This is an optimization exercise on Yosys and OpenROAD, whose aim is small area and a short achievable clock period, not a production implementation. In this exercise RTL edits were held to simulation tests only and were not proved equivalent to the original. Power figures rest on the tool's default switching activity, not on a simulated workload.

## run R
==> module ahb3lite_sp_ram, before the edit <==
module ahb3lite_sp_ram (
    input  logic        clk_i,
    input  logic [7:0]  whi_i,     
    input  logic [7:0]  wlo_i,     
    input  logic [31:0] wdata_i,
    input  logic [5:0]  raddr_i,
    output logic [31:0] rdata_o
);
    logic [63:0] wsel;
    logic [63:0] whold;
    logic [63:0] rsel;
    logic [63:0] bits [32];    
    always_comb begin
        for (int w = 0; w < 64; w++) begin
            wsel[w]  = whi_i[w / 8] && wlo_i[w % 8];
            whold[w] = !wsel[w];
            rsel[w]  = (raddr_i == 6'(w));
        end
    end
    for (genvar w = 0; w < 64; w++) begin : g_word
        for (genvar b = 0; b < 32; b++) begin : g_bit
            ahb3lite_mem_bit u_bit (
                .clk_i  (clk_i),
                .we_i   (wsel[w]),
                .hold_i (whold[w]),
                .d_i    (wdata_i[b]),
                .q_o    (bits[b][w])
            );
        end
    end
    for (genvar b = 0; b < 32; b++) begin : g_rd
        ahb3lite_rd_bit u_rd (
            .sel_i  (rsel),
            .bits_i (bits[b]),
            .bit_o  (rdata_o[b])
        );
    end
endmodule
==> module ahb3lite_mem_slave, before the edit <==
module ahb3lite_mem_slave (
    input  logic        HCLK,
    input  logic        HRESET,
    input  logic        HSEL,
    input  logic [31:0] HADDR,
    input  logic [1:0]  HTRANS,
    input  logic        HWRITE,
    input  logic [31:0] HWDATA,
    input  logic        HREADY,
    output logic        HREADYOUT,
    output logic        HRESP,
    output logic [31:0] HRDATA,
    output logic [31:0] mem_WR_addr,
    output logic        mem_write_flag,
    output logic [31:0] HWDATA_toMem,
    output logic [15:0] wr_count
);
    logic        ready_q;    
    logic        resp_q;     
    logic        flag_q;     
    logic [5:0]  waddr_q;    
    logic [7:0]  whi_q;      
    logic [7:0]  wlo_q;      
    logic [31:0] rdata_q;    
    logic [15:0] wr_count_q;
    logic        accept;
    logic        in_range;
    logic        err_start;
    logic        wr_start;
    logic        rd_start;
    logic        writing;
    logic        bypass;
    logic [31:0] rdata_arr;
    logic [31:0] rdata_d;
    assign in_range  = (HADDR[31:6] == 26'd0);
    assign accept    = HSEL && HREADY && ready_q && HTRANS[1];
    assign err_start = accept && !in_range;
    assign wr_start  = accept && in_range && HWRITE;
    assign rd_start  = accept && in_range && !HWRITE;
    assign writing   = |whi_q;
    assign bypass    = whi_q[HADDR[5:3]] && wlo_q[HADDR[2:0]];
    assign rdata_d   = ({32{rd_start && !bypass}} & rdata_arr)
                     | ({32{rd_start && bypass}} & HWDATA);
    always_ff @(posedge HCLK or posedge HRESET) begin
        if (HRESET) begin
            ready_q    <= 1'b1;
            resp_q     <= 1'b0;
            flag_q     <= 1'b0;
            waddr_q    <= 6'd0;
            whi_q      <= 8'd0;
            rdata_q    <= 32'h0;
            wr_count_q <= 16'd0;
        end else begin
            ready_q    <= !err_start;
            resp_q     <= err_start || !ready_q;
            flag_q     <= wr_start;
            waddr_q    <= wr_start ? HADDR[5:0] : 6'd0;
            whi_q      <= wr_start ? (8'd1 << HADDR[5:3]) : 8'd0;
            rdata_q    <= rdata_d;
            wr_count_q <= wr_count_q + {15'd0, writing};
        end
    end
    always_ff @(posedge HCLK) begin
        wlo_q <= 8'd1 << HADDR[2:0];
    end
    ahb3lite_sp_ram u_ram (
        .clk_i   (HCLK),
        .whi_i   (whi_q),
        .wlo_i   (wlo_q),
        .wdata_i (HWDATA),
        .raddr_i (HADDR[5:0]),
        .rdata_o (rdata_arr)
    );
    assign HREADYOUT      = ready_q;
    assign HRESP          = resp_q;
    assign HRDATA         = rdata_q;
    assign mem_write_flag = flag_q;
    assign mem_WR_addr    = {26'd0, waddr_q};
    assign HWDATA_toMem   = flag_q ? HWDATA : 32'h0;
    assign wr_count       = wr_count_q;
endmodule
clock: 5.5 ns
lec_check: 0
cap_margin: 20
core_margin: 2
core_utilization: 40
setup_slack_margin: 2.5
slew_margin: 20
synth_hierarchical: 1
run.sh (not shown) runs the stock make flow with config.mk's settings and CLKGATE_MAP_FILE= SYNTH_SCRIPT=/design/flow/synth_recipe.tcl, a recipe that flattens the netlist after the stock synthesis.
Having completed the whole flow, run R delivered a layout that passed the timing, design-rule and antenna checks.
--- input diff run R..run K ---
diff --git a/flow/design.v b/flow/design.v
--- a/flow/design.v
+++ b/flow/design.v
@@ -50,10 +50,10 @@
     assign bit_o = !(&grp_n);
 endmodule
 module ahb3lite_sp_ram (
     input  logic        clk_i,
-    input  logic [7:0]  whi_i,     
-    input  logic [7:0]  wlo_i,     
+    input  logic        we_i,
+    input  logic [5:0]  waddr_i,
     input  logic [31:0] wdata_i,
     input  logic [5:0]  raddr_i,
     output logic [31:0] rdata_o
 );
@@ -62,9 +62,9 @@
     logic [63:0] rsel;
     logic [63:0] bits [32];    
     always_comb begin
         for (int w = 0; w < 64; w++) begin
-            wsel[w]  = whi_i[w / 8] && wlo_i[w % 8];
+            wsel[w]  = we_i && (waddr_i == 6'(w));
             whold[w] = !wsel[w];
             rsel[w]  = (raddr_i == 6'(w));
         end
     end
@@ -105,66 +105,57 @@
     output logic [15:0] wr_count
 );
     logic        ready_q;    
     logic        resp_q;     
-    logic        flag_q;     
+    logic        wr_q;       
     logic [5:0]  waddr_q;    
-    logic [7:0]  whi_q;      
-    logic [7:0]  wlo_q;      
     logic [31:0] rdata_q;    
     logic [15:0] wr_count_q;
     logic        accept;
     logic        in_range;
     logic        err_start;
     logic        wr_start;
     logic        rd_start;
-    logic        writing;
     logic        bypass;
     logic [31:0] rdata_arr;
     logic [31:0] rdata_d;
     assign in_range  = (HADDR[31:6] == 26'd0);
     assign accept    = HSEL && HREADY && ready_q && HTRANS[1];
     assign err_start = accept && !in_range;
     assign wr_start  = accept && in_range && HWRITE;
     assign rd_start  = accept && in_range && !HWRITE;
-    assign writing   = |whi_q;
-    assign bypass    = whi_q[HADDR[5:3]] && wlo_q[HADDR[2:0]];
+    assign bypass    = wr_q && (waddr_q == HADDR[5:0]);
     assign rdata_d   = ({32{rd_start && !bypass}} & rdata_arr)
                      | ({32{rd_start && bypass}} & HWDATA);
     always_ff @(posedge HCLK or posedge HRESET) begin
         if (HRESET) begin
             ready_q    <= 1'b1;
             resp_q     <= 1'b0;
-            flag_q     <= 1'b0;
+            wr_q       <= 1'b0;
             waddr_q    <= 6'd0;
-            whi_q      <= 8'd0;
             rdata_q    <= 32'h0;
             wr_count_q <= 16'd0;
         end else begin
             ready_q    <= !err_start;
             resp_q     <= err_start || !ready_q;
-            flag_q     <= wr_start;
+            wr_q       <= wr_start;
             waddr_q    <= wr_start ? HADDR[5:0] : 6'd0;
-            whi_q      <= wr_start ? (8'd1 << HADDR[5:3]) : 8'd0;
             rdata_q    <= rdata_d;
-            wr_count_q <= wr_count_q + {15'd0, writing};
+            wr_count_q <= wr_count_q + {15'd0, wr_q};
         end
-    end
-    always_ff @(posedge HCLK) begin
-        wlo_q <= 8'd1 << HADDR[2:0];
     end
     ahb3lite_sp_ram u_ram (
         .clk_i   (HCLK),
-        .whi_i   (whi_q),
-        .wlo_i   (wlo_q),
+        .we_i    (wr_q),
+        .waddr_i (waddr_q),
         .wdata_i (HWDATA),
         .raddr_i (HADDR[5:0]),
         .rdata_o (rdata_arr)
     );
     assign HREADYOUT      = ready_q;
     assign HRESP          = resp_q;
     assign HRDATA         = rdata_q;
-    assign mem_write_flag = flag_q;
+    assign mem_write_flag = wr_q;
     assign mem_WR_addr    = {26'd0, waddr_q};
-    assign HWDATA_toMem   = flag_q ? HWDATA : 32'h0;
+    assign HWDATA_toMem   = wr_q ? HWDATA : 32'h0;
     assign wr_count       = wr_count_q;
 endmodule
[summary]
- Number of cells on the critical path: run K < run R
- Run K vs run R, combinational-cell power consumption went down by 7.9%.
- Against run R, run K comes in 21 higher on largest driver fanout on the critical path.
- On adder and majority gate portion of the synthesized area, run R and run K are neck and neck.
- When run K is set beside run R, its worst hold slack turns out to be 0.0042 ns larger.
- Looking at type of the setup path with the least slack, the in2reg result is from run R; the reg2reg one comes from run K.
- Run K and run R ended up with roughly the same final cycle utilization of the critical path.
- In run K relative to run R, post-detailed-routing wire length had gone up by a few percent.
- Summary of run K over run R: area share of xor/xnor cells in the synthesized design now sits at about the same level, initial antenna violation count fell by 3, reported sequential group power stayed essentially flat.
- Higher sequential share of cell area among run R and run K: run R
- Between run R and run K, the relative area change from synthesis to final layout figures differ only marginally.

re-timing with driven ports:
The flow's constraints put no driver on any port. The routed layouts listed below were extracted and timed again, unchanged, in two steps. Step 1 sets driving cells, clkbuf_16 on the clock port and buf_2 on the other inputs (assumed; they add their load-dependent delay and slew). Step 2 moves the port delays by t, midway between the first and last clock arrival at a register: inputs arrive t later, outputs are due t later. That takes back most of the time a late clock gives input paths. a / b / c = ideal / step 1 / step 2; a / b = the first two.
| run | t (ns) | slack for setup (ns) | worst hold slack (ns) | clock arrival spread, ns | pins driven straight from the clock port |
|---|---|---|---|---|---|
| run R | 0.929 | 2.125 / 2.145 / 1.216 | 0.454 / 0.439 / 0.459 | 0.054 / 0.054 | 1 |
| run K | 0.934 | 2.131 / 2.131 / 1.266 | 0.458 / 0.458 / 0.458 | 0.065 / 0.065 | 1 |
After both steps setup and hold are still met in every run listed. The setup slack of run R, which loses most, moves by +0.020 ns with the drivers and by -0.909 ns with both steps.
